Background: an optimization exercise with open tools, aiming at small area. Do not read the settings as production practice. The RTL was checked by simulation tests, not by an equivalence proof against the original design. No activity file was given, so power comes from the tool's default toggle rates.

==> flow/design.v (outline; a module is shown in full before it is edited, if it fits) <==
// module rs_synd_x2: 7 lines
// module rs_synd_xn2: 7 lines
// module rs_synd_cell: 754 lines
// module rs_syndrome_calc: 75 lines
module rs_syndrome_calc
(
   input  logic         clk,
   input  logic         rst,
   input  logic         din_valid,
   input  logic         din_sof,
   input  logic [7:0]   data_in,
   output logic         synd_valid,
   input  logic         synd_ready,
   output logic [255:0] syndromes,
   output logic         synd_err,
   output logic         overrun,
   output logic         sync_err
);
  // ...
==> flow/flow/run.sh <==
#!/bin/bash
# Standard ORFS layout with three changes to how it is made:
#  - port buffers use the smallest buffer (buf_1) instead of the one buffer_ports picks;
#  - CTS uses small clock buffers and inserts no dummy load cells.
# Every tool's output goes to flow_make.log in the work folder (ORFS keeps its own
# per-step logs under orfs/logs/).
set -euo pipefail
export BUFFER_PORTS_ARGS="-buffer_cell sky130_fd_sc_hd__buf_1"
export CTS_ARGS="-sink_clustering_enable -repair_clock_nets -dont_use_dummy_load -sink_clustering_size 12 -sink_clustering_max_diameter 60 -buf_list {sky130_fd_sc_hd__clkbuf_4 sky130_fd_sc_hd__clkbuf_8}"
bash standard.sh finish > flow_make.log 2>&1
==> flow/standard.sh <==
#!/bin/bash
# synth_recipe.tcl (not shown) runs the flow's synth.tcl, then flattens the netlist and writes it again
# the make line also repeats each setting of config.mk as NAME=value (left out here)
make -C /OpenROAD-flow-scripts/flow DESIGN_CONFIG=/design/flow/config.mk WORK_HOME=/design/flow/orfs CLKGATE_MAP_FILE= SYNTH_SCRIPT=/design/flow/synth_recipe.tcl "${@:-finish}"
==> flow/config.mk <==
export PLATFORM = sky130hd
export DESIGN_NAME = rs_syndrome_calc
export DESIGN_NICKNAME = rs_syndrome_calc
export VERILOG_FILES = /design/flow/design.v
export SDC_FILE = /design/flow/constraint.sdc
export NUM_CORES = 4
export LEC_CHECK = 0
export CAP_MARGIN = 20
export CORE_MARGIN = 2
export CORE_UTILIZATION = 40
export SLEW_MARGIN = 20
export SYNTH_HIERARCHICAL = 1
export SYNTH_MINIMUM_KEEP_SIZE = 0
==> flow/constraint.sdc <==
create_clock -name core_clock -period 6.0 [get_ports {clk}]
set_input_delay 1.2000 -clock core_clock [delete_from_list [all_inputs] [get_ports {clk}]]
set_output_delay 1.2000 -clock core_clock [all_outputs]
set_load 0.01 [all_outputs]
==> summary.txt, run 1 <==
status -> finished with violations
SO Faults -> max-slew violations
Antenna Cells -> 1
Avg Cell Area, Syn -> 14.65 um2
worst vdd ir -> 0.0002091 V
vias in the first global route -> 13190
Register Area -> 15650 um2
RSZ-0062 raised after global routing -> false
placed cell area -> 25330 um2
final non-filler cell area -> 26040 um2
Min-Delay Path Class -> register to register
worst setup margin -> 1.762 ns
post-route ant nets -> 0
drt first pass iters -> 5
CTS tree -> yes
met3 GRT Util -> 0.03116
Core ar. -> 57590 um2
GRT met2 Usage -> 0.2981
Max Slew Vio Count -> 42
R2R setup slack -> 2.10 ns
power share of the clock group -> 0.121
# DRC -> 0
proportion of synthesized area in mux cells -> 0.0004300
Critical-path top delay cell -> nor4_2
WL per Instance -> 21.01 um
Most common cell on crit path -> nand4_1
total CTS buffers -> 51
critical path depth -> 5
Largest regs -> r_acc: 256 flops, r_synd: 256 flops, r_cnt: 8 flops
==> inputs of run 2 (changes only) <==
--- a/flow/flow/run.sh
+++ b/flow/flow/run.sh
@@ -6,5 +6,5 @@
 # per-step logs under orfs/logs/).
 set -euo pipefail
 export BUFFER_PORTS_ARGS="-buffer_cell sky130_fd_sc_hd__buf_1"
-export CTS_ARGS="-sink_clustering_enable -repair_clock_nets -dont_use_dummy_load -sink_clustering_size 12 -sink_clustering_max_diameter 60 -buf_list {sky130_fd_sc_hd__clkbuf_4 sky130_fd_sc_hd__clkbuf_8}"
+export CTS_ARGS="-sink_clustering_enable -repair_clock_nets -dont_use_dummy_load -sink_clustering_size 16 -sink_clustering_max_diameter 80 -buf_list {sky130_fd_sc_hd__clkbuf_8}"
 bash standard.sh finish > flow_make.log 2>&1
==> run 2 against run 1 <==
Compared with the run above: now clean on timing, DRC and antenna; utilization shrank 0.31 points; non-clock buffer count is the same; clock skew shrank 0.0091 ns; highest routed layer unchanged; count of clock-buffer cells in the layout shrank 13; flip-flop and latch count is the same; largest cell class unchanged; synthesized area is the same; cell count shrank 0.49%; sequential share of layout area grew 0.42 points; routed wire length shrank 0.41%; critical path depth is the same; register-to-register slack lost 0.05 ns; clock power shrank 12%.
==> summary.txt, run 2 <==
top cell type's share of synthesized area -> 0.6605
CTS tree -> yes
yosys warns -> 7
crit path kind -> register to primary output
Slew @ Worst Pin -> 1.429 ns
top cells by area, synth -> edfxtp_1, xor2_1, xnor2_1
final non-filler cell area -> 25860 um2 (-0.69%)
Post-CTS Hold Buffers -> 0
Final Cycle Share -> 0.7025
CTS resizes -> 0
final wirelength -> 55690 um
CTS Root Cell -> clkbuf_8
drt first pass iters -> 5 (unchanged)
P_leak -> 8.781 nW
# H-tree levels -> 2
Fmax -> 0.2372 GHz
Iter 0 DRT Violations -> 771
initial antenna violation count -> 2
Ports -> 273
first-pass GRT wire length -> 81990 um
Core Util, Final -> 0.4490
Largest regs -> r_acc: 256 flops, r_synd: 256 flops, r_cnt: 8 flops
Arr. time, crit path -> 3.02 ns
Max Cap Viol -> 0
number of library cell types mapped by synthesis -> 39
Setup WS pre-CTS -> 1.317 ns
Max Slew Vio Count -> 0 (-100%)
Overall Global Routing Usage -> 0.1818
vias in the first global route -> 13080 (-0.81%)
vias -> 13090
combinational power share -> 0.453
Max clock buf depth -> 3
Congestion Overflow GR -> 0
Row Count -> 88
post-synthesis register bit count -> 523
RSZ-0062 raised after global routing -> false
EDFF count, synth -> 512
share of power burned in registers -> 0.439
# fillers -> 5162
share of cells above drive strength 1 -> 0.03930
Avg Cell Area, Syn -> 14.65 um2 (unchanged)
Chip Height -> 245.2 um
power share of the clock group -> 0.108 (-0.013)
Register Area -> 15650 um2 (unchanged)
crit-path max FO -> 2
starting density of the core -> 0.4042
CP endpoint kind -> primary output
Final Hold Vio Count -> 0
P_int -> 9.777 mW
Layout Nets -> 1898
die width -> 245.2 um
normalized max-slew margin -> 0.04750
Layout area overhead -> 11.09%
NetSw -> 5.662 mW
# DRC -> 0 (unchanged)
hpwl dp -> 35790 um
Final Skew -> 0.04312 ns
Synth Cell Area -> 23280 um2
Most common cell on crit path -> nand4_1
CP max stage delay -> 0.77 ns
Net Sw Frac -> 0.3667
total CTS buffers -> 38 (-25%)
worst setup margin -> 1.785 ns (+0.02236 ns)
cell with the most instances after synthesis -> xor2_1
post-synthesis sequential area ratio -> 0.6723
TNS Setup -> 0 ns
clock latency on the worst-skew pair -> 0.63 ns
crit-path cells -> nor4_1 > nand4_1 > nor4_2 > nand4_1 > buf_1
Critical Path RT -> 4.80 ns
Min-Delay Path Class -> register to register
Buffers on Ports -> 272
Final setup viols -> 0
fin crit period -> 4.215 ns
Cell Count, Final, Fillers Out -> 2649
Post-synth ARST share -> 0.02103
vias per cell -> 4.942
pwr dens -> 597.1 nW/um2
Post-synth top cells -> xor2_1, edfxtp_1, nand2_1
post-route ant nets -> 0 (unchanged)
RePlAce Congestion -> 0.8537
area of the multi-input gates -> 7478 um2
worst vdd ir -> 0.0002324 V (+11%)
pin count of the biggest net entering global routing -> 181
placed cell count -> 2610
Core ar. -> 57590 um2 (unchanged)
clk slew on worst S/H paths -> 0.10 ns
Setup crit start kind -> register
WL per Instance -> 21.02 um (about the same)
Critical-path top delay cell -> nor4_2
placed cell area -> 25330 um2 (unchanged)
# clock sinks -> 523
die area -> 60140 um2
most frequent cells in the layout -> xor2_1, edfxtp_1, buf_1, nand2_1, xnor2_1
status -> finished clean
most common cell after layout, fill and taps aside -> xor2_1
Post-Syn Instances -> 1589
area leader, netlist -> edfxtp_1
postcts setup bufs -> 0
Synth Flop Type -> edfxtp_1
net count after synthesis -> 1602
run 2: final cells by class:
class | instances | share of cell area
tap | 765 | 0.03702
multi-input combinational | 1029 | 0.2892
inverter | 3 | 0.0004355
antenna | 1 | 0.00009677
clock buffer | 38 | 0.02023
sequential | 523 | 0.6052
timing repair buffer | 290 | 0.04781
run 2: cell families (layout without fill, tap and decap cells):
family,count (synthesis),count (layout),share of synthesized area
XOR/XNOR,644,644,0.2423
flip-flops,523,523,0.6723
other,0,1,0
buffers and inverters,37,331,0.007740
AND/OR/NAND/NOR,365,365,0.07068
multiplexers,1,1,0.0004300
AO/OA/AOI/OAI,19,19,0.006505
run 2: per-layer routing:
metal / up-vias / track usage / routed length (um)
met2: 319 / 0.2895 / 26010
met1: 6588 / 0.2514 / 25330
met3: 86 / 0.03400 / 2759
met5: - / 0 / 0
li1: 6098 / - / -
met4: 0 / 0.05918 / 1597
run 2: critical path: cells and delay by family (launching register included):
family	cells	cell delay [ns]
simple gates	4	1.77
flops	1	0.43
buf+inv	1	0.21
run 2: final timing paths:
check                           startpoint          end  slack, ns  cells after the start
worst max-delay path            r_synd[16]     synd_err       1.78                      5
worst min-delay path              r_cnt[6]     r_cnt[6]       0.55                      1
worst max register to register    r_cnt[3]  r_synd[135]       2.05                     11
worst min register to register    r_cnt[6]     r_cnt[6]       0.55                      1
max in group asynchronous              rst     r_cnt[1]       5.08                      2
min in group asynchronous              rst     r_cnt[4]       0.58                      2
run 2: power groups by stage:
stage | clock [mW] | combinational, mW | sequential [mW]
after CTS | 1.75 | 7.07 | 6.78
after floorplan | 0 | 5.67 | 6.76
after detailed placement | 0 | 6.99 | 6.84
after global routing | 1.86 | 7.80 | 6.87
after global placement | 0 | 6.89 | 6.85
final | 1.67 | 6.99 | 6.78
run 2: per-stage QoR:
| stage | hold slack [ns] | total power, mW |
|---|---|---|
| floorplan | 0.4600 | 12.43 |
| global placement | 0.4877 | 13.75 |
| detailed placement | 0.5074 | 13.83 |
| CTS | 0.5271 | 15.60 |
| global route | 0.5527 | 16.53 |
| finish | 0.5463 | 15.44 |
run 2: per-module statistics from Yosys (local to each module, per instance), excerpt:
| module | cells | times used | flip-flops and latches |
|---|---|---|---|
| rs_synd_xn2 | 1 | 123 | 0 |
| rs_synd_x2 | 1 | 521 | 0 |
| rs_syndrome_calc | 657 | 1 | 523 |
==> inputs of run 3 (changes only) <==
--- a/flow/flow/run.sh
+++ b/flow/flow/run.sh
@@ -6,5 +6,5 @@
 # per-step logs under orfs/logs/).
 set -euo pipefail
 export BUFFER_PORTS_ARGS="-buffer_cell sky130_fd_sc_hd__buf_1"
-export CTS_ARGS="-sink_clustering_enable -repair_clock_nets -dont_use_dummy_load -sink_clustering_size 16 -sink_clustering_max_diameter 80 -buf_list {sky130_fd_sc_hd__clkbuf_8}"
+export CTS_ARGS="-sink_clustering_enable -repair_clock_nets -dont_use_dummy_load -sink_clustering_size 22 -sink_clustering_max_diameter 100 -buf_list {sky130_fd_sc_hd__clkbuf_8 sky130_fd_sc_hd__clkbuf_16}"
 bash standard.sh finish > flow_make.log 2>&1
==> run 3 against run 2 <==
Compared with the run above: critical path type unchanged; die area unchanged; sequential share of layout area down 0.35 points; worst setup slack improved by 0.078 ns; largest cell class unchanged.
==> summary.txt, run 3 <==
Critical Path RT -> 4.80 ns (about the same)
Max clock buf depth -> 3 (unchanged)
Arr. time, crit path -> 2.94 ns (-0.08 ns)
CP Launch Point -> r_synd[16]
worst vdd ir -> 0.0002766 V (+19%)
Synth Cell Area -> 23280 um2 (unchanged)
postcts setup bufs -> 0 (unchanged)
Setup WS pre-CTS -> 1.317 ns (unchanged)
post-route ant nets -> 0 (unchanged)
EDFF count, synth -> 512 (unchanged)
RR Endpoint -> r_acc[135]
normalized max-slew margin -> 0.06320 (+0.01570)
starting density of the core -> 0.4042 (unchanged)
area leader, netlist -> edfxtp_1
Fmax -> 0.2417 GHz (+1.9%)
R2R setup slack -> 2.03 ns (-0.02 ns)
CP max stage delay -> 0.71 ns (-0.06 ns)
clock latency on the worst-skew pair -> 0.58 ns (-0.05 ns)
Final Cycle Share -> 0.6896 (-0.01298)
Chip Height -> 245.2 um (unchanged)
pwr dens -> 602.4 nW/um2 (+0.90%)
# DRC -> 0 (unchanged)
Largest regs -> r_acc: 256 flops, r_synd: 256 flops, r_cnt: 8 flops
CTS resizes -> 0 (unchanged)
Layout Nets -> 1887 (-0.58%)
status -> finished clean
crit-path max FO -> 2 (unchanged)
cell with the most instances after synthesis -> xor2_1
post-synthesis register bit count -> 523 (unchanged)
pin count of the biggest net entering global routing -> 181 (unchanged)
CP endpoint kind -> primary output
most common cell after layout, fill and taps aside -> xor2_1
post-synthesis sequential area ratio -> 0.6723 (unchanged)
share of cells above drive strength 1 -> 0.03365 (-0.005645)
Buffers on Ports -> 272 (unchanged)
Overall Global Routing Usage -> 0.1791 (-0.002749)
initial antenna violation count -> 1 (-1)
vias in the first global route -> 12960 (-0.98%)
Core ar. -> 57590 um2 (unchanged)
Max Cap Viol -> 0 (unchanged)
crit path kind -> register to primary output
crit-path cells -> nor4_1 > nand4_1 > nor4_2 > nand4_1 > buf_1
Min-Delay Path Class -> register to register
Ports -> 273 (unchanged)
RSZ-0062 raised after global routing -> false
Post-synth top cells -> xor2_1, edfxtp_1, nand2_1
vias per cell -> 4.950 (+0.16%)
Slew @ Worst Pin -> 1.405 ns (-0.02355 ns)
Synth Flop Type -> edfxtp_1
Setup crit start kind -> register
# fillers -> 5147 (-0.29%)
Final Skew -> 0.01995 ns (-0.02317 ns)
most frequent cells in the layout -> xor2_1, edfxtp_1, buf_1, nand2_1, xnor2_1
vias -> 13050 (-0.30%)
Post-Syn Instances -> 1589 (unchanged)
RePlAce Congestion -> 0.8537 (unchanged)
final wirelength -> 55370 um (-0.58%)
WL per Instance -> 21.00 um (-0.13%)
CP endpoint -> synd_err
fin crit period -> 4.137 ns (-0.07788 ns)
clk slew on worst S/H paths -> 0.09 ns (about the same)
placed cell count -> 2610 (unchanged)
total CTS buffers -> 27 (-29%)
Final Hold Vio Count -> 0 (unchanged)
Congestion Overflow GR -> 0 (unchanged)
Iter 0 DRT Violations -> 825 (+7.0%)
CTS tree -> yes
first-pass GRT wire length -> 81650 um (-0.42%)
Max Slew Vio Count -> 0 (unchanged)
die area -> 60140 um2 (unchanged)
Critical-path top delay cell -> nor4_2
worst setup margin -> 1.863 ns (+0.07788 ns)
Post-synth ARST share -> 0.02103 (unchanged)
Layout area overhead -> 11.73%
drt first pass iters -> 5 (unchanged)
number of library cell types mapped by synthesis -> 39 (unchanged)
FF-to-FF path depth -> 11 (unchanged)
Row Count -> 88 (unchanged)
Final setup viols -> 0 (unchanged)
top cell type's share of synthesized area -> 0.6605 (unchanged)
CTS Root Cell -> clkbuf_16
top cells by area, synth -> edfxtp_1, xor2_1, xnor2_1
P_leak -> 8.841 nW (+0.68%)
# clock sinks -> 523 (unchanged)
Cell Count, Final, Fillers Out -> 2637 (-0.45%)
Antenna Cells -> 0 (-1)
yosys warns -> 7 (unchanged)
Post-CTS Hold Buffers -> 0 (unchanged)
# H-tree levels -> 1 (-1)
net count after synthesis -> 1602 (unchanged)
die width -> 245.2 um (unchanged)
RR Startpoint -> r_cnt[3]
Avg Cell Area, Syn -> 14.65 um2 (unchanged)
Most common cell on crit path -> nand4_1
hpwl dp -> 35790 um (unchanged)
## run 3: worst min-delay path by stage
stage                     startpoint       end  slack (ns)  cells after the start
after global placement      r_cnt[6]  r_cnt[6]        0.49                      1
after floorplan             r_cnt[6]  r_cnt[6]        0.46                      1
after detailed placement    r_cnt[6]  r_cnt[6]        0.51                      1
after global routing        r_cnt[6]  r_cnt[6]        0.55                      1
final                       r_cnt[6]  r_cnt[6]        0.55                      1
after CTS                   r_cnt[6]  r_cnt[6]        0.52                      1
## run 3: cell families after synthesis
group,count (synthesis),synth area share
XOR/XNOR,644,0.2423
flip-flops,523,0.6723
AND/OR/NAND/NOR,365,0.07068
buffers and inverters,37,0.007740
AO/OA/AOI/OAI,19,0.006505
multiplexers,1,0.0004300
## run 3: worst max-delay path, delay by kind of cell, from the launching register on
kind	cells	cell delay, ns
buffers and inverters	1	0.21
DFF	1	0.43
and+or+nand+nor	4	1.71
## run 3: area by class of cell
type,instances,area [um2],share of cell area
Clock buffer,27,675.6,0.02598
Inverter,3,11.26,0.0004330
Multi-Input combinational cell,1029,7478,0.2875
Sequential cell,523,15650,0.6017
Tap cell,765,957.2,0.03680
Timing Repair Buffer,290,1236,0.04753
## run 3: where the power goes
part,internal (mW),total [mW],switching [mW]
clock network,0.800,1.89,1.09
registers,6.53,6.78,0.250
logic,2.68,6.99,4.32
total,10.0,15.7,5.66
## run 3: Yosys stat by module (local to each module, per instance), a selection
module	cell area, um2	flops+latches
rs_syndrome_calc	16520	523
rs_synd_x2	8.758	0
rs_synd_xn2	8.758	0
## run 3: through the flow
stage / total power [mW] / hold WS [ns] / setup TNS, ns / utilization / instance area, um2
after global routing: 16.75 / 0.5505 / 0 / 0.4517 / 26010
after floorplan: 12.43 / 0.4600 / -651.77 / - / 23310
after CTS: 15.82 / 0.5249 / 0 / 0.4516 / 26000
after global placement: 13.75 / 0.4877 / 0 / 0.4399 / 25330
final: 15.67 / 0.5511 / 0 / 0.4517 / 26010
after detailed placement: 13.83 / 0.5074 / 0 / 0.4399 / 25330
## run 3: layer usage
| layer | GRT usage | part of all wire | vias to the layer above |
|---|---|---|---|
| li1 | - | - | 6086 |
| met1 | 0.2556 | 0.46 | 6629 |
| met2 | 0.2975 | 0.48 | 293 |
| met3 | 0.02012 | 0.041 | 44 |
| met4 | 0.03336 | 0.014 | 0 |
| met5 | 0 | 0 | - |
==> module rs_syndrome_calc, before the edit <==
module rs_syndrome_calc
(
   input  logic         clk,
   input  logic         rst,
   input  logic         din_valid,
   input  logic         din_sof,
   input  logic [7:0]   data_in,
   output logic         synd_valid,
   input  logic         synd_ready,
   output logic [255:0] syndromes,
   output logic         synd_err,
   output logic         overrun,
   output logic         sync_err
);
   logic [7:0]   r_cnt;
   logic [255:0] r_acc;
   logic [255:0] r_synd;
   logic         r_valid;
   logic         r_overrun;
   logic         r_sync_err;
   logic [7:0]   w_slot;
   logic         w_first;
   logic         w_last;
   logic         w_sync;
   logic         w_load;
   logic         w_drop;
   logic [255:0] w_acc_next;
   assign w_slot  = (din_valid && din_sof) ? 8'd0 : r_cnt;
   assign w_first = (w_slot == 8'd0);
   assign w_last  = din_valid && (w_slot == rs_syndrome_calc_pkg::LAST_SLOT);
   assign w_sync  = din_valid && din_sof && (r_cnt != 8'd0);
   assign w_load  = w_last && (!r_valid || synd_ready);
   assign w_drop  = w_last && r_valid && !synd_ready;
   genvar j;
   generate
      for (j = 1; j <= rs_syndrome_calc_pkg::NSYM; j++) begin : g_cell
         rs_synd_cell #(
            .J (j)
         ) u_cell (
            .i_acc      (r_acc[8*j-1 -: 8]),
            .i_keep     (!w_first),
            .i_data     (data_in),
            .o_acc_next (w_acc_next[8*j-1 -: 8])
         );
      end
   endgenerate
   always_ff @(posedge clk) begin
      if (din_valid) r_acc <= w_acc_next;
   end
   always_ff @(posedge clk) begin
      if (w_load) r_synd <= w_acc_next;
   end
   always_ff @(posedge clk or posedge rst) begin
      if (rst) begin
         r_cnt      <= 8'd0;
         r_valid    <= 1'b0;
         r_overrun  <= 1'b0;
         r_sync_err <= 1'b0;
      end else begin
         if (din_valid)
            r_cnt <= (w_slot == rs_syndrome_calc_pkg::LAST_SLOT) ? 8'd0 : w_slot + 8'd1;
         r_sync_err <= w_sync;
         r_overrun  <= w_drop;
         if (w_load)
            r_valid <= 1'b1;
         else if (r_valid && synd_ready)
            r_valid <= 1'b0;
      end
   end
   assign synd_valid = r_valid;
   assign syndromes  = r_synd;
   assign synd_err   = |r_synd;
   assign overrun    = r_overrun;
   assign sync_err   = r_sync_err;
endmodule
==> inputs of run 4 (changes only) <==
--- a/flow/design.v
+++ b/flow/design.v
@@ -813,7 +813,10 @@
    output logic         overrun,
    output logic         sync_err
 );
+   localparam logic [7:0] C_SLOT1   = 8'h03;    
+   localparam logic [7:0] C_SLOT254 = 8'h8f;    
    logic [7:0]   r_cnt;
+   logic [7:0]   w_cnt_step;
    logic [255:0] r_acc;
    logic [255:0] r_synd;
    logic         r_valid;
@@ -826,10 +829,11 @@
    logic         w_load;
    logic         w_drop;
    logic [255:0] w_acc_next;
-   assign w_slot  = (din_valid && din_sof) ? 8'd0 : r_cnt;
-   assign w_first = (w_slot == 8'd0);
-   assign w_last  = din_valid && (w_slot == rs_syndrome_calc_pkg::LAST_SLOT);
-   assign w_sync  = din_valid && din_sof && (r_cnt != 8'd0);
+   assign w_slot     = (din_valid && din_sof) ? 8'd0 : r_cnt;
+   assign w_first    = (w_slot == 8'd0);
+   assign w_last     = din_valid && (w_slot == C_SLOT254);
+   assign w_sync     = din_valid && din_sof && (r_cnt != 8'd0);
+   assign w_cnt_step = rs_syndrome_calc_pkg::gf2_8_mul(w_slot, 8'h02) ^ C_SLOT1;
    assign w_load  = w_last && (!r_valid || synd_ready);
    assign w_drop  = w_last && r_valid && !synd_ready;
    genvar j;
@@ -859,7 +863,7 @@
          r_sync_err <= 1'b0;
       end else begin
          if (din_valid)
-            r_cnt <= (w_slot == rs_syndrome_calc_pkg::LAST_SLOT) ? 8'd0 : w_slot + 8'd1;
+            r_cnt <= w_cnt_step;
          r_sync_err <= w_sync;
          r_overrun  <= w_drop;
          if (w_load)
--- a/flow/flow/run.sh
+++ b/flow/flow/run.sh
@@ -6,5 +6,5 @@
 # per-step logs under orfs/logs/).
 set -euo pipefail
 export BUFFER_PORTS_ARGS="-buffer_cell sky130_fd_sc_hd__buf_1"
-export CTS_ARGS="-sink_clustering_enable -repair_clock_nets -dont_use_dummy_load -sink_clustering_size 22 -sink_clustering_max_diameter 100 -buf_list {sky130_fd_sc_hd__clkbuf_8 sky130_fd_sc_hd__clkbuf_16}"
+export CTS_ARGS="-sink_clustering_enable -repair_clock_nets -dont_use_dummy_load -sink_clustering_size 16 -sink_clustering_max_diameter 80 -buf_list {sky130_fd_sc_hd__clkbuf_8}"
 bash standard.sh finish > flow_make.log 2>&1
==> run 4 against run 3 <==
Compared with the run above: cell count grew 0.38%; die area shrank 0.46%; sequential power shrank 0.7%; global-route usage grew 0.56 points; combinational power shrank 3.0%; critical path depth is the same; clock power shrank 9.5%; register-to-register slack gained 0.29 ns; clock skew grew 0.035 ns; critical path type unchanged.
==> summary.txt, run 4 <==
most common cell after layout, fill and taps aside -> xor2_1
Post-CTS Hold Buffers -> 0 (unchanged)
Fmax -> 0.2295 GHz (-5.0%)
Avg Cell Area, Syn -> 14.65 um2 (about the same)
crit-path max FO -> 2 (unchanged)
Post-Syn Instances -> 1581 (-0.50%)
starting density of the core -> 0.4031 (-0.001120)
Most Crowded Layer GR -> met2
# fillers -> 5247 (+1.9%)
total CTS buffers -> 40 (+48%)
Arr. time, crit path -> 3.16 ns (+0.22 ns)
CP endpoint kind -> primary output
GRT met2 Usage -> 0.2958 (-0.001740)
Max Slew Vio Count -> 0 (unchanged)
share of cells above drive strength 1 -> 0.04147 (+0.007813)
Setup crit start kind -> register
hpwl dp -> 36660 um (+2.4%)
WL per Instance -> 21.27 um (+1.3%)
top cell type's share of synthesized area -> 0.6636 (+0.003103)
vias in the first global route -> 13160 (+1.6%)
Core Util, Final -> 0.4496 (-0.002074)
Post-synth ARST share -> 0.02103 (unchanged)
worst vdd ir -> 0.0002869 V (+3.7%)
Slew @ Worst Pin -> 1.143 ns (-0.2623 ns)
Congestion Overflow GR -> 0 (unchanged)
Synth Flop Type -> edfxtp_1
status -> finished clean
Largest regs -> r_acc: 256 flops, r_synd: 256 flops, r_cnt: 8 flops
P_leak -> 8.974 nW (+1.5%)
TNS Setup -> 0 ns (unchanged)
Worst Min Path Start -> r_cnt[0]
RR Startpoint -> r_cnt[7]
yosys warns -> 7 (unchanged)
Min-Delay Path Class -> register to register
top cells by area, synth -> edfxtp_1, xor2_1, xnor2_1
Final Cycle Share -> 0.7262 (+0.03666)
hold slack -> 0.5369 ns (-0.01418 ns)
area leader, netlist -> edfxtp_1
die area -> 59860 um2 (-0.46%)
RR Endpoint -> r_acc[123]
initial antenna violation count -> 2 (+1)
Overall Global Routing Usage -> 0.1847 (+0.005641)
Row Count -> 88 (unchanged)
RSZ-0062 raised after global routing -> false
net count after synthesis -> 1594 (-0.50%)
first-pass GRT wire length -> 82780 um (+1.4%)
met3 GRT Util -> 0.03881 (+0.01870)
drt first pass iters -> 5 (unchanged)
Max clock buf depth -> 3 (unchanged)
Layout Nets -> 1896 (+0.48%)
Final setup viols -> 0 (unchanged)
Synth Cell Area -> 23170 um2 (-0.47%)
fin crit period -> 4.357 ns (+0.2200 ns)
# H-tree levels -> 2 (+1)
Final Hold Vio Count -> 0 (unchanged)
post-synthesis sequential area ratio -> 0.6755 (+0.003159)
number of library cell types mapped by synthesis -> 21 (-46%)
pin count of the biggest net entering global routing -> 90 (-50%)
crit path kind -> register to primary output
Ports -> 273 (unchanged)
EDFF count, synth -> 512 (unchanged)
met1 Track Usage GR -> 0.2544 (-0.001168)
Register Area -> 15650 um2 (unchanged)
area of the multi-input gates -> 7338 um2 (-1.9%)
final wirelength -> 56300 um (+1.7%)
pwr dens -> 588.9 nW/um2 (-2.2%)
CTS resizes -> 0 (unchanged)
most frequent cells in the layout -> xor2_1, edfxtp_1, buf_1, nand2_1, xnor2_1
FF-to-FF path depth -> 12 (+1)
worst hold path depth -> 1 (unchanged)
Post-synth top cells -> xor2_1, edfxtp_1, nand2_1
Critical Path RT -> 4.80 ns (about the same)
# clock sinks -> 523 (unchanged)
vias per cell -> 4.915 (-0.70%)
# DRC -> 0 (unchanged)
Core ar. -> 57480 um2 (-0.19%)
CTS tree -> yes
Final Skew -> 0.05487 ns (+0.03492 ns)
clock latency on the worst-skew pair -> 0.61 ns (+0.03 ns)
RePlAce Congestion -> 0.8456 (-0.95%)
post-synthesis register bit count -> 523 (unchanged)
Iter 0 DRT Violations -> 905 (+9.7%)
Layout area overhead -> 11.53%
vias -> 13010 (-0.32%)
post-route ant nets -> 0 (unchanged)
Max Cap Viol -> 0 (unchanged)
die width -> 244.7 um (-0.23%)
WHS Endpoint -> r_cnt[1]
R2R setup slack -> 2.32 ns (+0.29 ns)
postcts setup bufs -> 0 (unchanged)
normalized max-slew margin -> 0.2310 (+0.1678)
cell with the most instances after synthesis -> xor2_1
Buffers on Ports -> 272 (unchanged)
clk slew on worst S/H paths -> 0.08 ns (about the same)
Chip Height -> 244.7 um (-0.23%)
CTS Root Cell -> clkbuf_8
## run 4: cell types whose count changed after synthesis, sizes merged, moves of 3 or more
cell	change
o21ai	-4
and3	-3
xnor2	+3
inv	+5
o22ai	+5
## run 4: per-layer routing
layer  share of wire  wire length, um  vias to the layer above
met5         0.00025               14                        -
met2            0.47            26470                      325
met4           0.026             1450                        2
met3           0.054             3037                       79
li1                -                -                     6054
met1            0.45            25330                     6550
## run 4: report_power, final
part / switching (mW) / internal (mW)
clock: 1.11 / 0.601
combinational: 4.15 / 2.63
sequential: 0.233 / 6.49
total: 5.49 / 9.73
## run 4: worst max-delay path, cell delays in order, from the launching register on
cell and delay [ns]:
edfxtp_1 0.44, nor4_1 0.74, nand4_1 0.21, nor4_2 0.78, nand4_1 0.16, buf_1 0.22
## run 4: cell families after synthesis
group                  share of synthesized area
XOR/XNOR                                  0.2446
flip-flops                                0.6755
AND/OR/NAND/NOR                          0.06848
buffers and inverters                   0.009073
AO/OA/AOI/OAI                           0.002376
## run 4: area by class of cell
| class | count | area share |
|---|---|---|
| antenna | 1 | 0.00009684 |
| clock buffer | 40 | 0.02131 |
| inverter | 8 | 0.001162 |
| multi-input combinational | 1015 | 0.2840 |
| sequential | 523 | 0.6057 |
| tap | 765 | 0.03704 |
| timing repair buffer | 295 | 0.05075 |
## run 4: through the flow
step                      instance area [um2]  setup slack [ns]  power, mW  instances
final                                   25840             1.643      15.22       2647
after global routing                    25840             1.429      16.28       2647
after detailed placement                25280             1.683      13.57       2606
after CTS                               25830             1.556      15.36       2646
after global placement                  25280             1.690      13.47       2606
after floorplan                         23190          0.009363      12.20       1581
## run 4: Yosys stat by module (local to each module, per instance), a selection
module | area [um2] | copies in the design | flops+latches | cells inside
rs_synd_x2 | 8.758 | 521 | 0 | 1
rs_synd_xn2 | 8.758 | 123 | 0 | 1
rs_syndrome_calc | 16410 | 1 | 523 | 649
## run 4: worst max path at each step
| stage | startpoint | endpoint | cells past startpoint | slack (ns) |
|---|---|---|---|---|
| global placement | din_sof | r_acc[123] | 11 | 1.69 |
| floorplan | din_valid | r_synd[0] | 4 | 0.009 |
| finish | r_synd[136] | synd_err | 5 | 1.64 |
| detailed placement | din_valid | r_synd[132] | 6 | 1.68 |
| CTS | r_synd[130] | synd_err | 5 | 1.56 |
| global route | r_synd[134] | synd_err | 5 | 1.43 |
==> inputs of run 5 (changes only) <==
--- a/flow/config.mk
+++ b/flow/config.mk
@@ -5,9 +5,9 @@
 export SDC_FILE = /design/flow/constraint.sdc
 export NUM_CORES = 4
 export LEC_CHECK = 0
-export CAP_MARGIN = 20
+export CAP_MARGIN = 5
 export CORE_MARGIN = 2
 export CORE_UTILIZATION = 40
-export SLEW_MARGIN = 20
+export SLEW_MARGIN = 5
 export SYNTH_HIERARCHICAL = 1
 export SYNTH_MINIMUM_KEEP_SIZE = 0
==> run 5 against run 4 <==
Compared with the run above: still clean on timing, DRC and antenna; die area did not move; critical path depth did not move; power barely moved; sequential power barely moved; fmax barely moved; cell count did not move; design area barely moved; utilization barely moved; synthesized cell count did not move; worst hold slack barely moved; sequential share of layout area barely moved; critical endpoint unchanged.
==> summary.txt, run 5 <==
status -> finished clean
CTS Root Cell -> clkbuf_8
number of library cell types mapped by synthesis -> 21 (unchanged)
net count after synthesis -> 1594 (unchanged)
share of cells above drive strength 1 -> 0.04147 (unchanged)
yosys warns -> 7 (unchanged)
Final setup viols -> 0 (unchanged)
hpwl dp -> 36660 um (unchanged)
CTS tree -> yes
Worst Min Path Start -> r_cnt[0]
total CTS buffers -> 40 (unchanged)
Core ar. -> 57480 um2 (unchanged)
Max Cap Viol -> 0 (unchanged)
CP Launch Point -> r_synd[136]
RSZ-0062 raised after global routing -> false
normalized max-slew margin -> 0.2253 (-0.005781)
Final Cycle Share -> 0.7262 (about the same)
CP endpoint kind -> primary output
Synth Flop Type -> edfxtp_1
Ports -> 273 (unchanged)
placed cell area -> 25280 um2 (unchanged)
Register Area -> 15650 um2 (unchanged)
Buffers on Ports -> 272 (unchanged)
Iter 0 DRT Violations -> 905 (unchanged)
die area -> 59860 um2 (unchanged)
Row Count -> 88 (unchanged)
worst hold path depth -> 1 (unchanged)
WHS Endpoint -> r_cnt[1]
Synth Cell Area -> 23170 um2 (unchanged)
Setup crit start kind -> register
Avg Cell Area, Syn -> 14.65 um2 (unchanged)
initial antenna violation count -> 2 (unchanged)
Chip Height -> 244.7 um (unchanged)
Overall Power -> 15.22 mW (about the same)
most common cell after layout, fill and taps aside -> xor2_1
R2R setup slack -> 2.32 ns (about the same)
final non-filler cell area -> 25840 um2 (about the same)
Most Crowded Layer GR -> met2
postcts setup bufs -> 0 (unchanged)
Final Skew -> 0.05509 ns (+0.0002139 ns)
Layout area overhead -> 11.51% (about the same)
starting density of the core -> 0.4031 (unchanged)
Largest regs -> r_acc: 256 flops, r_synd: 256 flops, r_cnt: 8 flops
clock latency on the worst-skew pair -> 0.62 ns (about the same)
# DRC -> 0 (unchanged)
GRT met2 Usage -> 0.2958 (unchanged)
vias in the first global route -> 13160 (unchanged)
met3 GRT Util -> 0.03881 (unchanged)
pwr dens -> 589.0 nW/um2 (about the same)
# H-tree levels -> 2 (unchanged)
most frequent cells in the layout -> xor2_1, edfxtp_1, buf_1, nand2_1, xnor2_1
Slew @ Worst Pin -> 1.162 ns (+0.01921 ns)
Overall Global Routing Usage -> 0.1847 (unchanged)
RR Endpoint -> r_acc[123]
pin count of the biggest net entering global routing -> 90 (unchanged)
CTS resizes -> 0 (unchanged)
Arr. time, crit path -> 3.16 ns (about the same)
Post-CTS Hold Buffers -> 0 (unchanged)
vias -> 13010 (-0.038%)
cell with the most instances after synthesis -> xor2_1
area of the multi-input gates -> 7338 um2 (unchanged)
final wirelength -> 56280 um (about the same)
TNS Setup -> 0 ns (unchanged)
Max Slew Vio Count -> 0 (unchanged)
vias per cell -> 4.913 (about the same)
# fillers -> 5244 (-0.057%)
Max clock buf depth -> 3 (unchanged)
Fmax -> 0.2295 GHz (about the same)
P_leak -> 8.973 nW (about the same)
# clock sinks -> 523 (unchanged)
Post-synth top cells -> xor2_1, edfxtp_1, nand2_1
post-synthesis register bit count -> 523 (unchanged)
area leader, netlist -> edfxtp_1
fin crit period -> 4.357 ns (+0.0001100 ns)
post-synthesis sequential area ratio -> 0.6755 (unchanged)
Cell Count, Final, Fillers Out -> 2647 (unchanged)
met1 Track Usage GR -> 0.2544 (unchanged)
die width -> 244.7 um (unchanged)
EDFF count, synth -> 512 (unchanged)
Layout Nets -> 1896 (unchanged)
Post-Syn Instances -> 1581 (unchanged)
Critical Path RT -> 4.80 ns (about the same)
clk slew on worst S/H paths -> 0.08 ns (about the same)
placed cell count -> 2606 (unchanged)
first-pass GRT wire length -> 82780 um (unchanged)
post-route ant nets -> 0 (unchanged)
worst vdd ir -> 0.0002869 V (about the same)
crit path kind -> register to primary output
WL per Instance -> 21.26 um (about the same)
Final Hold Vio Count -> 0 (unchanged)
Post-synth ARST share -> 0.02103 (unchanged)
crit-path max FO -> 2 (unchanged)
Congestion Overflow GR -> 0 (unchanged)
top cell type's share of synthesized area -> 0.6636 (unchanged)
RR Startpoint -> r_cnt[7]
FF-to-FF path depth -> 12 (unchanged)
RePlAce Congestion -> 0.8456 (unchanged)
drt first pass iters -> 5 (unchanged)
Min-Delay Path Class -> register to register
top cells by area, synth -> edfxtp_1, xor2_1, xnor2_1
## run 5: layout make-up
type,count,share of cell area
diodes,1,0.00009686
clock buffers,40,0.02131
inverters,8,0.001162
multi-input cells,1015,0.2840
flip-flops and latches,523,0.6057
well taps,765,0.03705
repair buffers,295,0.05061
## run 5: cell families after synthesis
kind of cell / synth area share
xor gates and xnor gates: 0.2446
DFF: 0.6755
and+or+nand+nor: 0.06848
buffers and inverters: 0.009073
AOI/OAI and AO/OA: 0.002376
## run 5: routing by layer
| layer | wire, um | share of wire |
|---|---|---|
| met2 | 26470 | 0.47 |
| met5 | 14 | 0.00025 |
| met3 | 3036 | 0.054 |
| met4 | 1450 | 0.026 |
| met1 | 25310 | 0.45 |
## run 5: per-module statistics from Yosys, one instance, submodules excluded, excerpt
module	times used	cell area, um2	cells
rs_synd_x2	521	8.758	1
rs_synd_xn2	123	8.758	1
rs_syndrome_calc	1	16410	649
## run 5: report_power, final
group	leakage, nW	internal [mW]	switching [mW]
clock network	0.288	0.601	1.11
registers	4.95	6.49	0.233
logic	3.74	2.63	4.15
## run 5: critical path: stages (launching register included)
cell,delay (ns)
edfxtp_1,0.44
nor4_1,0.74
nand4_1,0.21
nor4_2,0.78
nand4_1,0.16
buf_1,0.22
## run 5: worst max path at each step
| stage | slack [ns] | end | depth (start not counted) |
|---|---|---|---|
| finish | 1.64 | synd_err | 5 |
| global route | 1.43 | synd_err | 5 |
| CTS | 1.56 | synd_err | 5 |
| detailed placement | 1.68 | r_synd[132] | 6 |
| global placement | 1.69 | r_acc[123] | 11 |
| floorplan | 0.009 | r_synd[0] | 4 |
## run 5: per-stage QoR
stage | worst slack (ns) | hold WS, ns | utilization
6_report | 1.643 | 0.5369 | 0.4495
5_1_grt | 1.429 | 0.5301 | 0.4495
4_1_cts | 1.556 | 0.4896 | 0.4495
3_5_place_dp | 1.683 | 0.5189 | 0.4399
3_3_place_gp | 1.690 | 0.5079 | 0.4399
2_1_floorplan | 0.009363 | 0.4804 | -
==> inputs of run 6 (changes only) <==
--- a/flow/config.mk
+++ b/flow/config.mk
@@ -5,9 +5,10 @@
 export SDC_FILE = /design/flow/constraint.sdc
 export NUM_CORES = 4
 export LEC_CHECK = 0
-export CAP_MARGIN = 5
+export CAP_MARGIN = 20
 export CORE_MARGIN = 2
-export CORE_UTILIZATION = 40
-export SLEW_MARGIN = 5
+export CORE_UTILIZATION = 65
+export PLACE_DENSITY = 0.75
+export SLEW_MARGIN = 20
 export SYNTH_HIERARCHICAL = 1
 export SYNTH_MINIMUM_KEEP_SIZE = 0
==> run 6 against run 5 <==
Compared with the run above: clock skew decreased by 0.019 ns; first-iteration DRC count increased by 13%; register-to-register slack improved by 0.10 ns; synthesized area is the same; synthesized cell count stayed put; routed wire length fell by 9.7%; worst hold slack worse by 0.0037 ns; clock power fell by 5%; sequential power about the same; fmax is 0.24% higher; count of clock-buffer cells in the layout down 2.
==> summary.txt, run 6 <==
status -> finished clean
CP Launch Point -> r_synd[110]
# DRC -> 0 (unchanged)
Fmax -> 0.2300 GHz (+0.24%)
most frequent cells in the layout -> xor2_1, edfxtp_1, buf_1, nand2_1, xnor2_1
Congestion Overflow GR -> 0 (unchanged)
postcts setup bufs -> 0 (unchanged)
met1 Track Usage GR -> 0.4010 (+0.1466)
WL per Instance -> 21.73 um (+2.2%)
vias per cell -> 5.673 (+15%)
Post-CTS Hold Buffers -> 0 (unchanged)
Core Util, Final -> 0.7183 (+0.2687)
Final setup viols -> 0 (unchanged)
Largest regs -> r_acc: 256 flops, r_synd: 256 flops, r_cnt: 8 flops
Ports -> 273 (unchanged)
pwr dens -> 594.6 nW/um2 (+0.96%)
Worst Min Path Start -> r_cnt[0]
Cell Count, Final, Fillers Out -> 2338 (-12%)
clk slew on worst S/H paths -> 0.10 ns (+0.02 ns)
Max clock buf depth -> 3 (unchanged)
Core ar. -> 35310 um2 (-39%)
Post-synth ARST share -> 0.02103 (unchanged)
Iter 0 DRT Violations -> 1023 (+13%)
CP endpoint kind -> primary output
Post-synth top cells -> xor2_1, edfxtp_1, nand2_1
CTS resizes -> 0 (unchanged)
Layout Nets -> 1891 (-0.26%)
Buffers on Ports -> 272 (unchanged)
P_leak -> 8.932 nW (-0.46%)
clock latency on the worst-skew pair -> 0.57 ns (-0.05 ns)
Final Cycle Share -> 0.7245 (-0.001747)
Overall Global Routing Usage -> 0.2718 (+0.08711)
pin count of the biggest net entering global routing -> 98 (+8.9%)
cell with the most instances after synthesis -> xor2_1
worst setup margin -> 1.653 ns (+0.01048 ns)
# fillers -> 2438 (-54%)
RSZ-0062 raised after global routing -> false
Synth Cell Area -> 23170 um2 (unchanged)
RePlAce Congestion -> 0.8231 (-2.7%)
drt first pass iters -> 5 (unchanged)
hpwl dp -> 31910 um (-13%)
Min-Delay Path Class -> register to register
post-route ant nets -> 0 (unchanged)
post-synthesis sequential area ratio -> 0.6755 (unchanged)
EDFF count, synth -> 512 (unchanged)
Layout area overhead -> 9.467%
Most Crowded Layer GR -> met2
normalized max-slew margin -> 0.2951 (+0.06985)
Chip Height -> 192.8 um (-21%)
placed cell area -> 24840 um2 (-1.8%)
top cell type's share of synthesized area -> 0.6636 (unchanged)
vias -> 13260 (+2.0%)
initial antenna violation count -> 1 (-1)
yosys warns -> 7 (unchanged)
Row Count -> 69 (-22%)
CTS tree -> yes
Slew @ Worst Pin -> 1.057 ns (-0.1048 ns)
Max Cap Viol -> 0 (unchanged)
# H-tree levels -> 2 (unchanged)
Avg Cell Area, Syn -> 14.65 um2 (unchanged)
area leader, netlist -> edfxtp_1
# clock sinks -> 523 (unchanged)
met3 GRT Util -> 0.05055 (+0.01174)
die width -> 192.8 um (-21%)
Final Hold Vio Count -> 0 (unchanged)
TNS Setup -> 0 ns (unchanged)
Arr. time, crit path -> 3.15 ns (about the same)
share of cells above drive strength 1 -> 0.03838 (-0.003088)
total CTS buffers -> 38 (-5.0%)
CTS Root Cell -> clkbuf_8
die area -> 37170 um2 (-38%)
Post-Syn Instances -> 1581 (unchanged)
fin crit period -> 4.347 ns (-0.01048 ns)
final wirelength -> 50810 um (-9.7%)
placed cell count -> 2299 (-12%)
Max Slew Vio Count -> 0 (unchanged)
RR Startpoint -> r_cnt[7]
Overall Power -> 15.08 mW (-0.89%)
GRT met2 Usage -> 0.4262 (+0.1305)
hold slack -> 0.5332 ns (-0.003700 ns)
number of library cell types mapped by synthesis -> 21 (unchanged)
Setup crit start kind -> register
worst vdd ir -> 0.0003735 V (+30%)
first-pass GRT wire length -> 74400 um (-10%)
post-synthesis register bit count -> 523 (unchanged)
vias in the first global route -> 12770 (-3.0%)
net count after synthesis -> 1594 (unchanged)
most common cell after layout, fill and taps aside -> xor2_1
Critical Path RT -> 4.80 ns (about the same)
crit-path max FO -> 2 (unchanged)
top cells by area, synth -> edfxtp_1, xor2_1, xnor2_1
Final Skew -> 0.03654 ns (-0.01855 ns)
starting density of the core -> 0.6561 (+0.2530)
crit path kind -> register to primary output
Synth Flop Type -> edfxtp_1
Setup WS pre-CTS -> 1.641 ns (-0.04237 ns)
final non-filler cell area -> 25360 um2 (-1.8%)
run 6: cell counts after synthesis:
Identical to the previous run, type by type.
run 6: area by class of cell:
type | count | area [um2] | share of cell area
clock buffer | 38 | 523.0 | 0.02062
sequential | 523 | 15650 | 0.6171
inverter | 8 | 30.03 | 0.001184
antenna | 1 | 2.502 | 0.00009867
multi-input combinational | 1015 | 7332 | 0.2891
timing repair buffer | 292 | 1247 | 0.04919
tap | 461 | 576.8 | 0.02274
run 6: critical path, cell delays in order (launching register included):
cell and delay (ns):
edfxtp_1 0.45, nor4_1 0.77, nand4_1 0.31, nor4_1 0.67
nand4_1 0.17, buf_1 0.22
run 6: logic make-up (layout without fill, tap and decap cells):
group	count (synthesis)	in the layout	synth area share
XOR/XNOR	647	647	0.2446
flip-flops	523	523	0.6755
other	0	1	0
buffers and inverters	43	338	0.009073
AND/OR/NAND/NOR	359	359	0.06848
AO/OA/AOI/OAI	9	9	0.002376
run 6: routing by layer:
metal	part of all wire	routed length (um)	vias up
met4	0.020	991	0
li1	-	-	6060
met3	0.078	3955	67
met5	0	0	-
met2	0.47	23830	503
met1	0.43	22030	6633
run 6: path summary, 6_finish.rpt:
path                                    to  slack (ns)  cells after the start
worst max-delay path              synd_err        1.65                      5
worst min-delay path              r_cnt[1]        0.53                      1
worst max register to register  r_acc[136]        2.42                     11
worst min register to register    r_cnt[1]        0.53                      1
max in group asynchronous          r_valid        4.93                      2
min in group asynchronous         r_cnt[6]        0.66                      2
run 6: report_power, final:
group	total (mW)	leakage, nW	internal, mW	switching, mW
logic	6.71	3.71	2.63	4.08
registers	6.75	4.95	6.50	0.251
clock network	1.63	0.273	0.573	1.05
run 6: per-module statistics from Yosys (local to each module, per instance), a selection:
module | flip-flops and latches | copies in the design | cell area [um2] | cells inside
rs_syndrome_calc | 523 | 1 | 16410 | 649
rs_synd_xn2 | 0 | 123 | 8.758 | 1
rs_synd_x2 | 0 | 521 | 8.758 | 1
==> inputs of run 7 (changes only) <==
--- a/flow/config.mk
+++ b/flow/config.mk
@@ -7,8 +7,8 @@
 export LEC_CHECK = 0
 export CAP_MARGIN = 20
 export CORE_MARGIN = 2
-export CORE_UTILIZATION = 65
-export PLACE_DENSITY = 0.75
+export CORE_UTILIZATION = 75
+export PLACE_DENSITY = 0.88
 export SLEW_MARGIN = 20
 export SYNTH_HIERARCHICAL = 1
 export SYNTH_MINIMUM_KEEP_SIZE = 0
==> run 7 against run 6 <==
Compared with the run above: sequential share of layout area up 0.27 points; still clean; flip-flop and latch count unchanged; synthesized area unchanged; clock power about the same; global-route usage up 4.3 points; die area down 13%; cell count down 2.9%; combinational power up 3.0%; critical path type unchanged; first-iteration DRC count up 27%; count of clock-buffer cells in the layout unchanged.
==> summary.txt, run 7 <==
status -> finished clean
Post-CTS Hold Buffers -> 0 (unchanged)
Ports -> 273 (unchanged)
worst vdd ir -> 0.0003946 V (+5.7%)
CTS resizes -> 0 (unchanged)
Largest regs -> r_acc: 256 flops, r_synd: 256 flops, r_cnt: 8 flops
Arr. time, crit path -> 3.18 ns (+0.03 ns)
post-synthesis sequential area ratio -> 0.6755 (unchanged)
number of library cell types mapped by synthesis -> 21 (unchanged)
FF-to-FF path depth -> 11 (unchanged)
Row Count -> 64 (-7.2%)
Max Slew Vio Count -> 0 (unchanged)
Min-Delay Path Class -> register to register
Synth Cell Area -> 23170 um2 (unchanged)
Cell Count, Final, Fillers Out -> 2270 (-2.9%)
Critical-path top delay cell -> nor4_1
Iter 0 DRT Violations -> 1301 (+27%)
postcts setup bufs -> 0 (unchanged)
xor/xnor cell area share of the yosys netlist -> 0.2446 (unchanged)
RePlAce Congestion -> 0.8457 (+2.7%)
Layout Nets -> 1889 (-0.11%)
CP endpoint kind -> primary output
total CTS buffers -> 38 (unchanged)
pwr dens -> 605.5 nW/um2 (+1.8%)
normalized max-slew margin -> 0.2805 (-0.01463)
top cell type's share of synthesized area -> 0.6636 (unchanged)
crit-path max FO -> 2 (unchanged)
Critical Path RT -> 4.80 ns (about the same)
Synth Area in Adders -> 0 (unchanged)
Final setup viols -> 0 (unchanged)
Final Hold Vio Count -> 0 (unchanged)
WL per Instance -> 22.53 um (+3.7%)
Max Cap Viol -> 0 (unchanged)
# H-tree levels -> 2 (unchanged)
pin count of the biggest net entering global routing -> 123 (+26%)
initial antenna violation count -> 0 (-1)
vias per cell -> 6.007 (+5.9%)
Core Util, Final -> 0.8276 (+0.1094)
yosys warns -> 7 (unchanged)
clock latency on the worst-skew pair -> 0.57 ns (about the same)
Overall Global Routing Usage -> 0.3145 (+0.04272)
post-synthesis simple-gate area fraction -> 0.06848 (unchanged)
top cells by area, synth -> edfxtp_1, xor2_1, xnor2_1
hpwl dp -> 32280 um (+1.1%)
worst setup margin -> 1.617 ns (-0.03604 ns)
Setup crit start kind -> register
CTS tree -> yes
RSZ-0062 raised after global routing -> false
Chip Height -> 179.8 um (-6.8%)
die area -> 32310 um2 (-13%)
CP max stage delay -> 0.76 ns (about the same)
Layout area overhead -> 8.986%
proportion of synthesized area in mux cells -> 0 (unchanged)
fin crit period -> 4.383 ns (+0.03604 ns)
most common cell after layout, fill and taps aside -> xor2_1
drt first pass iters -> 5 (unchanged)
Core ar. -> 30510 um2 (-14%)
# clock sinks -> 523 (unchanged)
vias -> 13640 (+2.8%)
post-route ant nets -> 0 (unchanged)
Avg Cell Area, Syn -> 14.65 um2 (unchanged)
Final Cycle Share -> 0.7305 (+0.006007)
vias in the first global route -> 13530 (+5.9%)
Buffers on Ports -> 272 (unchanged)
Post-synth top cells -> xor2_1, edfxtp_1, nand2_1
crit path kind -> register to primary output
first-pass GRT wire length -> 78050 um (+4.9%)
share of cells above drive strength 1 -> 0.03735 (-0.001026)
Final Skew -> 0.02229 ns (-0.01425 ns)
combinational family with the most area after synthesis -> XOR/XNOR gates
placed cell count -> 2232 (-2.9%)
crit-path cells -> nor4_1 > nand4_1 > nor4_1 > nand4_1 > buf_1
Antenna Cells -> 0 (-1)
# DRC -> 0 (unchanged)
post-synthesis register bit count -> 523 (unchanged)
clk slew on worst S/H paths -> 0.10 ns (about the same)
EDFF count, synth -> 512 (unchanged)
Slew @ Worst Pin -> 1.079 ns (+0.02195 ns)
CTS Root Cell -> clkbuf_8
area leader, netlist -> edfxtp_1
Post-synth ARST share -> 0.02103 (unchanged)
Setup WS pre-CTS -> 1.422 ns (-0.2187 ns)
cell with the most instances after synthesis -> xor2_1
net count after synthesis -> 1594 (unchanged)
Fmax -> 0.2282 GHz (-0.82%)
Synth Area in Compound Gates -> 0.002376 (unchanged)
starting density of the core -> 0.7594 (+0.1032)
Post-Syn Instances -> 1581 (unchanged)
most frequent cells in the layout -> xor2_1, edfxtp_1, buf_1, nand2_1, xnor2_1
TNS Setup -> 0 ns (unchanged)
die width -> 179.8 um (-6.8%)
Congestion Overflow GR -> 0 (unchanged)
P_leak -> 8.920 nW (-0.13%)
final wirelength -> 51140 um (+0.66%)
Synth Flop Type -> edfxtp_1
worst hold path depth -> 2 (+1)
Max clock buf depth -> 3 (unchanged)
==> run 7: worst max-delay path, delay by kind of cell (launching register included) <==
family                 cells  cell delay, ns
AND/OR/NAND/NOR            4            1.94
buffers and inverters      1            0.21
flip-flops                 1            0.46
==> run 7: layer usage <==
layer  global-route usage  up-vias  wire, um
li1                     -     6045         -
met1               0.4442     6740     20450
met2               0.5108      750     24500
met3              0.05976      102      4804
met4              0.08911        0      1390
met5                    0        -         0
==> run 7: worst paths after layout <==
| path | startpoint | slack (ns) | to |
|---|---|---|---|
| worst max-delay path | r_synd[110] | 1.62 | synd_err |
| worst min-delay path | r_valid | 0.56 | r_valid |
| worst max register to register | r_cnt[7] | 2.18 | r_synd[136] |
| worst min register to register | r_valid | 0.56 | r_valid |
| max in group asynchronous | rst | 4.97 | r_cnt[1] |
| min in group asynchronous | rst | 0.65 | r_cnt[3] |
==> run 7: report_power, final <==
group          internal [mW]  total [mW]  switching (mW)  leakage [nW]
sequential              6.50        6.76           0.262          4.95
combinational           2.63        6.91            4.28          3.70
clock                  0.572        1.62            1.05         0.273
total                   9.70        15.3            5.59          8.92
==> run 7: cell type report <==
type | count | area [um2]
fillers | 1666 | 5259
clock buffers | 38 | 523.0
repair buffers | 290 | 1220
multi-input cells | 1015 | 7332
flip-flops and latches | 523 | 15650
well taps | 396 | 495.5
inverters | 8 | 30.03
==> run 7: modules after synthesis, one instance, submodules excluded, excerpt <==
module | copies in the design | flip-flops and latches | cells inside
rs_syndrome_calc | 1 | 523 | 649
rs_synd_xn2 | 123 | 0 | 1
rs_synd_x2 | 521 | 0 | 1
==> run 7: stage by stage <==
stage / power [mW] / hold slack, ns / instance area (um2)
after floorplan: 12.20 / 0.4804 / 23190
after global placement: 13.17 / 0.5018 / 24730
after detailed placement: 13.61 / 0.5347 / 24730
after CTS: 15.26 / 0.5536 / 25250
after global routing: 16.18 / 0.5653 / 25250
final: 15.29 / 0.5575 / 25250
==> run 7: kinds of logic after synthesis <==
group | after synthesis
xor gates and xnor gates | 647
DFF | 523
buffers and inverters | 43
AOI/OAI and AO/OA | 9
and+or+nand+nor | 359
==> inputs of run 8 (changes only) <==
--- a/flow/flow/run.sh
+++ b/flow/flow/run.sh
@@ -6,5 +6,5 @@
 # per-step logs under orfs/logs/).
 set -euo pipefail
 export BUFFER_PORTS_ARGS="-buffer_cell sky130_fd_sc_hd__buf_1"
-export CTS_ARGS="-sink_clustering_enable -repair_clock_nets -dont_use_dummy_load -sink_clustering_size 16 -sink_clustering_max_diameter 80 -buf_list {sky130_fd_sc_hd__clkbuf_8}"
+export CTS_ARGS="-sink_clustering_enable -repair_clock_nets -dont_use_dummy_load -sink_clustering_size 20 -sink_clustering_max_diameter 60 -buf_list {sky130_fd_sc_hd__clkbuf_8}"
 bash standard.sh finish > flow_make.log 2>&1
--- a/flow/config.mk
+++ b/flow/config.mk
@@ -7,8 +7,7 @@
 export LEC_CHECK = 0
 export CAP_MARGIN = 20
 export CORE_MARGIN = 2
-export CORE_UTILIZATION = 75
-export PLACE_DENSITY = 0.88
+export CORE_UTILIZATION = 40
 export SLEW_MARGIN = 20
 export SYNTH_HIERARCHICAL = 1
 export SYNTH_MINIMUM_KEEP_SIZE = 0
==> run 8 against run 7 <==
Compared with the run above: flip-flop and latch count stayed put; clock power is 6% higher; first-iteration DRC count decreased by 34%; critical path depth unchanged; worst setup slack worse by 0.057 ns; largest power group unchanged; non-clock buffer count is 5 higher; fmax decreased by 1.3%; combinational power decreased by 2%; critical path type unchanged; via count fell by 4.8%; power decreased by 0.29%; clock skew rose by 0.079 ns; worst hold slack got worse by 0.035 ns.
==> summary.txt, run 8 <==
RSZ-0062 raised after global routing -> false
Buffers on Ports -> 272 (unchanged)
Max clock buf depth -> 3 (unchanged)
Final setup viols -> 0 (unchanged)
proportion of synthesized area in mux cells -> 0 (unchanged)
Largest regs -> r_acc: 256 flops, r_synd: 256 flops, r_cnt: 8 flops
postcts setup bufs -> 0 (unchanged)
R2R setup slack -> 2.26 ns (+0.08 ns)
most frequent cells in the layout -> xor2_1, edfxtp_1, buf_1, nand2_1, xnor2_1
Core Util, Final -> 0.4498 (-0.3778)
# clock sinks -> 523 (unchanged)
status -> finished clean
Cell Count, Final, Fillers Out -> 2648 (+17%)
CP Launch Point -> r_synd[137]
CP max stage delay -> 0.81 ns (+0.05 ns)
Final Cycle Share -> 0.7399 (+0.009428)
initial antenna violation count -> 2 (+2)
Critical-path top delay cell -> nor4_2
fin crit period -> 4.440 ns (+0.05657 ns)
die area -> 59860 um2 (+85%)
P_int -> 9.741 mW (+0.42%)
FF-to-FF path depth -> 12 (+1)
post-synthesis simple-gate area fraction -> 0.06848 (unchanged)
most common cell after layout, fill and taps aside -> xor2_1
vias per cell -> 4.903 (-18%)
share of power burned in registers -> 0.441 (about the same)
crit-path max FO -> 2 (unchanged)
final wirelength -> 56290 um (+10%)
post-synthesis register bit count -> 523 (unchanged)
Critical Path RT -> 4.80 ns (about the same)
Post-synth top cells -> xor2_1, edfxtp_1, nand2_1
WL per Instance -> 21.26 um (-5.6%)
Setup WS pre-CTS -> 1.683 ns (+0.2610 ns)
Final Skew -> 0.1016 ns (+0.07928 ns)
Avg Cell Area, Syn -> 14.65 um2 (unchanged)
vias -> 12980 (-4.8%)
Min-Delay Path Class -> primary input to asynchronous set/reset pin
share of cells above drive strength 1 -> 0.04198 (+0.004623)
Congestion Overflow GR -> 0 (unchanged)
Most common cell on crit path -> nand4_1
number of library cell types mapped by synthesis -> 21 (unchanged)
pwr dens -> 589.7 nW/um2 (-2.6%)
hpwl dp -> 36660 um (+14%)
area leader, netlist -> edfxtp_1
Slew @ Worst Pin -> 1.137 ns (+0.05806 ns)
die width -> 244.7 um (+36%)
normalized max-slew margin -> 0.2348 (-0.04570)
Overall Global Routing Usage -> 0.1844 (-0.1301)
Fmax -> 0.2252 GHz (-1.3%)
crit path kind -> register to primary output
CTS Root Cell -> clkbuf_8
drt first pass iters -> 5 (unchanged)
EDFF count, synth -> 512 (unchanged)
yosys warns -> 7 (unchanged)
crit-path cells -> nor4_1 > nand4_1 > nor4_2 > nand4_1 > buf_1
CTS resizes -> 0 (unchanged)
Overall Power -> 15.25 mW (-0.29%)
top cell type's share of synthesized area -> 0.6636 (unchanged)
RePlAce Congestion -> 0.8456 (about the same)
Max Slew Vio Count -> 0 (unchanged)
Iter 0 DRT Violations -> 859 (-34%)
Layout area overhead -> 11.59%
Synth Area in Compound Gates -> 0.002376 (unchanged)
vias in the first global route -> 13140 (-2.9%)
pin count of the biggest net entering global routing -> 90 (-27%)
starting density of the core -> 0.4031 (-0.3563)
combinational family with the most area after synthesis -> XOR/XNOR gates
P_leak -> 8.981 nW (+0.69%)
placed cell count -> 2606 (+17%)
RR Endpoint -> r_synd[123]
# fillers -> 5261 (+220%)
CP endpoint kind -> primary output
Final Hold Vio Count -> 0 (unchanged)
Post-Syn Instances -> 1581 (unchanged)
Ports -> 273 (unchanged)
hold slack -> 0.5222 ns (-0.03535 ns)
power share of the clock group -> 0.113 (+0.007)
xor/xnor cell area share of the yosys netlist -> 0.2446 (unchanged)
post-synthesis sequential area ratio -> 0.6755 (unchanged)
Core ar. -> 57480 um2 (+88%)
post-route ant nets -> 0 (unchanged)
clk slew on worst S/H paths -> 0.11 ns (about the same)
Synth Flop Type -> edfxtp_1
clock latency on the worst-skew pair -> 0.65 ns (+0.08 ns)
top cells by area, synth -> edfxtp_1, xor2_1, xnor2_1
worst vdd ir -> 0.0002955 V (-25%)
worst setup margin -> 1.560 ns (-0.05657 ns)
RR Startpoint -> r_cnt[7]
combinational power share -> 0.446 (-0.006)
final non-filler cell area -> 25850 um2 (+2.4%)
Arr. time, crit path -> 3.24 ns (+0.06 ns)
Synth Area in Adders -> 0 (unchanged)
TNS Setup -> 0 ns (unchanged)
CP endpoint -> synd_err
Post-CTS Hold Buffers -> 0 (unchanged)
Row Count -> 88 (+38%)
Setup crit start kind -> register
NetSw -> 5.504 mW (-1.5%)
Post-synth ARST share -> 0.02103 (unchanged)
Chip Height -> 244.7 um (+36%)
total CTS buffers -> 41 (+7.9%)
Layout Nets -> 1897 (+0.42%)
Synth Cell Area -> 23170 um2 (unchanged)
Max Cap Viol -> 0 (unchanged)
# H-tree levels -> 2 (unchanged)
placed cell area -> 25280 um2 (+2.2%)
CTS tree -> yes
first-pass GRT wire length -> 82610 um (+5.8%)
net count after synthesis -> 1594 (unchanged)
# DRC -> 0 (unchanged)
cell with the most instances after synthesis -> xor2_1
Net Sw Frac -> 0.3610 (-0.004545)
## run 8: logic make-up after synthesis
kind of cell / Yosys count
AOI/OAI and AO/OA: 9
xor gates and xnor gates: 647
DFF: 523
buffers and inverters: 43
and+or+nand+nor: 359
## run 8: Yosys stat by module (local to each module, per instance), excerpt
module	area (um2)	flops+latches	cells	copies in the design
rs_syndrome_calc	16410	523	649	1
rs_synd_x2	8.758	0	1	521
rs_synd_xn2	8.758	0	1	123
## run 8: power groups by stage
| stage | clock network [mW] | logic, mW | registers, mW |
|---|---|---|---|
| finish | 1.72 | 6.80 | 6.73 |
| global placement | 0 | 6.66 | 6.80 |
| floorplan | 0 | 5.48 | 6.71 |
| detailed placement | 0 | 6.77 | 6.80 |
| global route | 1.91 | 7.57 | 6.81 |
| CTS | 1.80 | 6.85 | 6.73 |
## run 8: layout make-up
class / count / area, um2 / area share
multi-input combinational: 1015 / 7338 / 0.2838
timing repair buffer: 295 / 1311 / 0.05072
inverter: 8 / 30.03 / 0.001161
antenna: 1 / 2.502 / 0.00009679
tap: 765 / 957.2 / 0.03702
sequential: 523 / 15650 / 0.6053
clock buffer: 41 / 564.3 / 0.02183
## run 8: worst min path at each step
stage / startpoint / to / slack [ns]
floorplan: r_cnt[0] / r_cnt[1] / 0.48
global placement: r_cnt[4] / r_cnt[5] / 0.51
detailed placement: r_cnt[4] / r_cnt[5] / 0.52
CTS: rst / r_overrun / 0.46
global route: rst / r_overrun / 0.50
finish: rst / r_valid / 0.52
## run 8: worst max-delay path: cells and delay by family, from the launching register on
family                 cells  cell delay (ns)
AND/OR/NAND/NOR            4             1.94
flip-flops                 1             0.41
buffers and inverters      1             0.23
## run 8: routing by layer
metal	track usage	up-vias	routed length, um
li1	-	6056	-
met1	0.2560	6470	24800
met2	0.2936	368	26450
met3	0.03630	87	3472
met4	0.05613	2	1550
met5	0	-	13

==> port drivers added, routing unchanged <==
How much do the figures lean on ideal ports? The routed layouts below were timed once more, with nothing changed but the port constraints. Step 1 (the two cells are an assumption about what drives the block):
set clk [get_ports {clk}]
set_driving_cell -lib_cell sky130_fd_sc_hd__clkbuf_16 $clk
set_driving_cell -lib_cell sky130_fd_sc_hd__buf_2 [delete_from_list [all_inputs] $clk]
Step 2 adds t to the input delays and takes it off the output delays; t is the mean of the earliest and latest rising clock arrival at the registers after step 1. Input paths then give back, and output paths get back, about the clock's delay inside the block. Slacks: no drivers / after step 1 / after step 2; pairs: no drivers / after step 1.
run	t, ns	setup slack, ns	worst data-port slew with drivers (ns)
run 1	0.669	1.762 / 1.710 / 1.406	0.17
run 2	0.663	1.785 / 1.733 / 1.373	0.16
run 3	0.630	1.863 / 1.808 / 1.406	0.16
run 4	0.649	1.643 / 1.588 / 1.638	0.12
run 5	0.649	1.643 / 1.588 / 1.644	0.12
run 6	0.606	1.653 / 1.601 / 1.626	0.13
run 7	0.611	1.617 / 1.569 / 1.292	0.10
run 8	0.657	1.560 / 1.504 / 1.578	0.12
For run 3, which loses most, drivers alone change the setup slack by -0.055 ns; drivers and shift together by -0.457 ns.
